Background: an optimization exercise with open tools, aiming at small area, a short achievable clock period and few clock cycles per item. Do not read the settings as production practice.
Where RTL was checked, it was by simulation tests only, not by an equivalence proof against the original.
Power and IR drop assume default switching activity.

## v36
// three_fan_duty_ramp_unit
module three_fan_duty_ramp_unit (
  input  logic        clk,
  input  logic        rst,
  input  logic        cfg_we,
  input  logic [15:0] cfg_data,
  input  logic        s_tvalid,
  output logic        s_tready,
  input  logic [15:0] s_tdata,    
  input  logic [3:0]  s_tuser,    
  output logic        m_tvalid,
  input  logic        m_tready,
  output logic [31:0] m_tdata,    
  output logic [1:0]  m_tuser     
);
  logic [15:0] dur;
  logic [16:0] elapsed;
  logic [8:0]  t0, p0;
  logic [7:0]  t1, p1;
  logic        t1x, p1x;
  logic [8:0]  t2, p2;
  logic        t2x, p2x;
  logic [9:0]  fy0, fy2;
  logic [8:0]  fy1;
  logic [16:0] fe [3];
  logic [8:0]  fa [3];
  logic [15:0] fm [3];
  logic        fs [3];
  logic [2:0]  phase;
  logic [3:0]  cnt;
  logic        first;
  logic        mbit;    
  logic [1:0]  efan;
  logic [2:0]  dirty;
  logic        bg;      
  logic        spass;   
  logic [15:0] er;      
  logic [15:0] em;      
  logic [8:0]  eb;      
  logic [8:0]  eq;      
  logic        esg;     
  logic [10:0] tsel;    
  logic [10:0] psel;    
  logic [18:0] ed1;     
  logic [18:0] ed2;     
  logic        pend;    
  logic        pend_r;  
  logic        byp_r;   
  logic [1:0] cmd;
  logic [1:0] fan_in;
  logic       acc;
  logic       tick_acc;
  logic       rst_acc;
  logic       rst_go;
  logic       hold;
  logic       set_acc;
  logic       out_free;
  logic       tick_go;
  logic       clean;
  assign cmd      = s_tuser[1:0];
  assign fan_in   = s_tuser[3:2];
  assign s_tready = ((phase == tfdr_pkg::PH_IDLE) || bg) && !pend && !pend_r;
  assign acc      = s_tvalid && s_tready;
  assign tick_acc = acc && (cmd == tfdr_pkg::CMD_TICK);
  assign rst_acc  = acc && (cmd == tfdr_pkg::CMD_RESTART);
  assign set_acc  = acc && (cmd == tfdr_pkg::CMD_SET) && (fan_in != tfdr_pkg::FAN_LIMIT);
  assign out_free = !m_tvalid || m_tready;
  assign hold     = m_tvalid && !m_tready;
  assign rst_go   = (rst_acc || pend_r) && !hold;
  assign clean    = (phase == tfdr_pkg::PH_IDLE) && (dirty == 3'b000);
  ...
export LEC_CHECK = 0
export CAP_MARGIN = 20
export CORE_MARGIN = 2
export CORE_UTILIZATION = 40
export PLACE_DENSITY = 0.6
export SETUP_SLACK_MARGIN = 3.6
export SLEW_MARGIN = 20
create_clock -name core_clock -period 7.5 [get_ports {clk}]
standard.sh (not shown) runs the stock make flow with config.mk's settings and CLKGATE_MAP_FILE= SYNTH_SCRIPT=/design/flow/synth_recipe.tcl, a recipe that flattens the netlist after the stock synthesis.
==> flow/flow/run.sh <==
#!/bin/bash
# Standard layout, except that the port buffers are sky130_fd_sc_hd__buf_4
# instead of the delay buffer buffer_ports picks on its own. Every input and
# output port still gets its buffer. The whole make output goes to
# standard.log in the work folder (ORFS keeps its per-step logs under orfs/).
set -euo pipefail
export BUFFER_PORTS_ARGS="-buffer_cell sky130_fd_sc_hd__buf_4"
bash standard.sh > standard.log 2>&1
v36 ran to completion and came out clean on the timing, DRC and antenna checks.
Testbench counts of v36, summed over its fixed seeds: cycles 8,734, items 2,684.
Input changes introduced in v12 (baseline for comparison: v36):
# v36
export LEC_CHECK = 0
export CAP_MARGIN = 20
export CORE_MARGIN = 2
export CORE_UTILIZATION = 40
export PLACE_DENSITY = 0.6
export SETUP_SLACK_MARGIN = 3.6
export SLEW_MARGIN = 20
create_clock -name core_clock -period 7.5 [get_ports {clk}]
# v12
export LEC_CHECK = 0
export CAP_MARGIN = 20
export CORE_MARGIN = 2
export CORE_UTILIZATION = 40
export PLACE_DENSITY = 0.6
export SETUP_SLACK_MARGIN = 4.0
export SLEW_MARGIN = 20
create_clock -name core_clock -period 7.5 [get_ports {clk}]
==> run notes <==
Re number of standard cells in the final layout excluding fillers: v12 is about 1.4% up on v36. Met2 usage: v36 and v12 compared, lower one is v36. Worst path setup slack after routing: v12 vs v36 up 240 ps. Between v36 and v12, the difference in share of flip-flops with an asynchronous set or reset is negligible. On combinational logic power, the higher figure sits with v12, not v36. On global-route usage, v36 and v12 are neck and neck.
Here is what was changed in the inputs of v42 compared with v12.
# v12
export LEC_CHECK = 0
export CAP_MARGIN = 20
export CORE_MARGIN = 2
export CORE_UTILIZATION = 40
export PLACE_DENSITY = 0.6
export SETUP_SLACK_MARGIN = 4.0
export SLEW_MARGIN = 20
create_clock -name core_clock -period 7.5 [get_ports {clk}]
# v42
export LEC_CHECK = 0
export CAP_MARGIN = 20
export CORE_MARGIN = 2
export CORE_UTILIZATION = 40
export PLACE_DENSITY = 0.6
export SETUP_SLACK_MARGIN = 4.0
export SLEW_MARGIN = 20
export TNS_END_PERCENT = 10
create_clock -name core_clock -period 7.5 [get_ports {clk}]
--- outcome ---
- Startpoint of the worst setup timing path: s_tuser[1] -> v42, er[11]$_DFFE_PP_ -> v12
- v12 -> v42: total sequential power flat
- Taking v12 as the reference point, the post-detailed-route via-to-cell ratio of v42 falls by 0.049.
- Taking v12 as the reference, in v42 number of vias in the routed layout -388; number of hold buffers added after cts barely changed; via count of the first global-routing pass moved down.
- Total power of the final layout went down by a few percent going from v12 to v42.
- A critical path start-end classification of input port to flip-flop is what v42 shows, while flip-flop to flip-flop belongs to v12.
- Per the comparison of v42 with v12, switching part of the total went up, logic depth of the worst register-to-register path decreased 5.


Another version of the RTL of three_fan_duty_ramp_unit (not shown whole).
For scale: ~380 flip-flops, about 29000 um2 of cells after synthesis.
export LEC_CHECK = 0
export CAP_MARGIN = 20
export CORE_MARGIN = 2
export CORE_UTILIZATION = 40
export PLACE_DENSITY = 0.6
export SETUP_SLACK_MARGIN = 3.7
export SLEW_MARGIN = 20
create_clock -name core_clock -period 7.5 [get_ports {clk}]
Scripts as last shown in full above: flow/flow/run.sh
Edit:
--- a/flow/config.mk
+++ b/flow/config.mk
@@ -12 +12 @@
-export SETUP_SLACK_MARGIN = 3.7
+export SETUP_SLACK_MARGIN = 4.0
The new run finished clean.
Setup slack improves by 57 ps.
Sequential cell count stays the same.
Global-route usage barely changes.
No functional check of the RTL was part of any run of this note.


Setup of garnet:
three_fan_duty_ramp_unit, a different RTL version from the one above (not shown whole).
For scale: ~3500 cells after synthesis, ~380 flip-flops, ~77 I/O pins, about 31000 sq um of cells after synthesis.
Settings: LEC_CHECK=0, CAP_MARGIN=20, CORE_MARGIN=2, CORE_UTILIZATION=40, PLACE_DENSITY=0.6, SETUP_SLACK_MARGIN=4.0, SLEW_MARGIN=20; clock period 7.5 ns.
Scripts as last shown in full above: flow/flow/run.sh
garnet completed; timing, DRC and antenna clean
Testbench counts of garnet, summed over its fixed seeds: cycles 7,757, items 2,684.
Relative to garnet, the following input files were edited for pepper:
- SETUP_SLACK_MARGIN changed from 4.0 to 3.8
==> run notes <==
Going from garnet to pepper, worst hold slack grows by 0.013 ns. Between garnet and pepper, final cell count decreased. From garnet to pepper the numbers moved as follows: wire length fell by 1600 microns; final critical path time including I/O delays and setup shows an increase of 0.073 ns; post-route met1 wirelength +0.72%; clock buffer count grew by 22%. pepper: met1 track utilization from global routing higher than garnet. On pepper: number of nets in the final layout is 1.6% lower than what garnet gave.
Inputs modified between pepper and violet:
- a change of PLACE_DENSITY from 0.6 to 0.65
- a change of CORE_UTILIZATION from 40 to 50
Results
Density: violet denser than pepper. pepper ended up with dfxtp_1 as its library cell contributing the largest single delay on the critical path; violet ended up with dfxtp_2. Compared with pepper, in violet number of nets in the final layout roughly the same; biggest cell delay along the critical path lower; cell leakage power lower. The area overhead of the layout relative to synthesis of violet falls short of that of pepper by 1.6 points. Achievable clock frequency shrinks slightly when moving from pepper to violet. Minimum period implied by the final worst setup slack delta for violet relative to pepper: 0.046 ns higher.


old:
Another version of the RTL of three_fan_duty_ramp_unit (not shown whole).
Size: about 3400 cells after synthesis, about 380 flip-flops, ~77 I/O pins, about 31000 µm² of cells after synthesis.
make LEC_CHECK=0 CAP_MARGIN=20 CORE_MARGIN=2 CORE_UTILIZATION=40 PLACE_DENSITY=0.6 SETUP_SLACK_MARGIN=3.5 SLEW_MARGIN=20 finish   # period 7.5 ns
run.sh (not shown) runs the stock make flow with config.mk's settings and CLKGATE_MAP_FILE= SYNTH_SCRIPT=/design/flow/synth_recipe.tcl, a recipe that flattens the netlist after the stock synthesis.
Stock flow here: none of the scripts above is used.
old: all stages complete, timing, DRC and antenna checks passed
Relative to old, the following input files were edited for new:
Settings: SETUP_SLACK_MARGIN removed (was 3.5).
A end point of the critical path of em[3] is what old shows, while em[14] belongs to new. Per the comparison of new with old, cell area power density now sits lower; wire length per cell decreased by about 3% relative to the old numbers; total routed wire length on the met1 layer went down; register-to-register path setup slack went down; multi-input combinational gate total closely matched the old numbers. Changes observed in new relative to old: critical path depth now sits higher; sequential share of layout area now sits higher; starting density of the core now sits at about the same level; area used by sequential logic in the layout now sits at about the same level.
Function was not checked in any run of this note: the RTL went through the layout flow alone.


xenon:
Another version of the RTL of three_fan_duty_ramp_unit (not shown whole).
For scale: about 380 flip-flops, ~77 I/O pins.
==> flow/config.mk <==
export PLATFORM = sky130hd
export DESIGN_NAME = three_fan_duty_ramp_unit
export DESIGN_NICKNAME = three_fan_duty_ramp_unit
export VERILOG_FILES = /design/flow/design.v
export SDC_FILE = /design/flow/constraint.sdc
export NUM_CORES = 4
export LEC_CHECK = 0
export CAP_MARGIN = 20
export CORE_MARGIN = 2
export CORE_UTILIZATION = 40
export CTS_CLUSTER_DIAMETER = 120
export CTS_CLUSTER_SIZE = 24
export PLACE_DENSITY = 0.6
export SETUP_SLACK_MARGIN = 4.0
export SLEW_MARGIN = 20
==> flow/constraint.sdc <==
create_clock -name core_clock -period 7.5 [get_ports {clk}]
set_input_delay 1.5000 -clock core_clock [delete_from_list [all_inputs] [get_ports {clk}]]
set_output_delay 1.5000 -clock core_clock [all_outputs]
set_load 0.01 [all_outputs]
standard.sh (not shown) runs the stock make flow with config.mk's settings and CLKGATE_MAP_FILE= SYNTH_SCRIPT=/design/flow/synth_recipe.tcl, a recipe that flattens the netlist after the stock synthesis.
Scripts as last shown in full above: flow/flow/run.sh
#### Input delta (harbor over xenon)
- CTS_CLUSTER_DIAMETER: 120 -> unset
- CTS_CLUSTER_SIZE: 24 -> unset
--- outcome ---
- harbor against xenon: non-filler instance count after layout shows an increase of about 1.6%; cell area went up by 1300 sq um; vias after detailed routing picked up an extra 1.4%; total length of routed wires rose about 1.5%; area growth from synthesis to final layout now sits higher.
- Clock skew: harbor vs xenon up 0.014 ns
- harbor against xenon: final critical-path setup slack moved up, number of clock buffers in the layout moved up.
No run of this note included a check of the RTL's function; only the layout flow was run.

-- afterwards: timing with drivers on the ports --
The flow's constraints put no driver on any port. The routed layouts listed below were extracted and timed again, unchanged, in two steps.
Step 1 sets driving cells, clkbuf_16 on the clock port and buf_2 on the other inputs (assumed; they add their load-dependent delay and slew).
Step 2 times the ports against the registers' clock, not the clock port: input delays grow and output delays shrink by t, the midpoint of the rising clock arrivals with the driver on.
Slacks: no drivers / after step 1 / after step 2; pairs: no drivers / after step 1.
run | shift t [ns] | setup WS [ns] | slew at the worst register clock pin (ns) | cell pins on the clock port's net
v36 | 0.657 | 3.772 / 3.772 / 3.164 | 0.07 / 0.07 | 1
v12 | 0.662 | 4.012 / 4.012 / 3.493 | 0.06 / 0.06 | 1
v42 | 0.637 | 3.836 / 3.873 / 3.235 | 0.06 / 0.06 | 1
the first run of note 2 | 0.663 | 3.600 / 3.600 / 3.248 | 0.06 / 0.06 | 1
the second run of note 2 | 0.676 | 3.657 / 3.657 / 3.408 | 0.06 / 0.06 | 1
garnet | 0.651 | 3.941 / 3.941 / 3.421 | 0.07 / 0.07 | 1
pepper | 0.659 | 3.868 / 3.868 / 3.256 | 0.06 / 0.06 | 1
violet | 0.645 | 3.822 / 3.822 / 3.294 | 0.07 / 0.07 | 1
old | 0.653 | 2.946 / 2.946 / 2.946 | 0.06 / 0.06 | 1
new | 0.663 | 1.386 / 1.386 / 1.386 | 0.07 / 0.07 | 1
xenon | 0.637 | 3.588 / 3.588 / 3.361 | 0.11 / 0.11 | 1
harbor | 0.674 | 3.655 / 3.655 / 3.389 | 0.07 / 0.07 | 1
After both steps setup and hold are still met in every run listed. The setup slack of pepper, which loses most, moves by 0.000 ns with the drivers and by -0.612 ns with both steps.
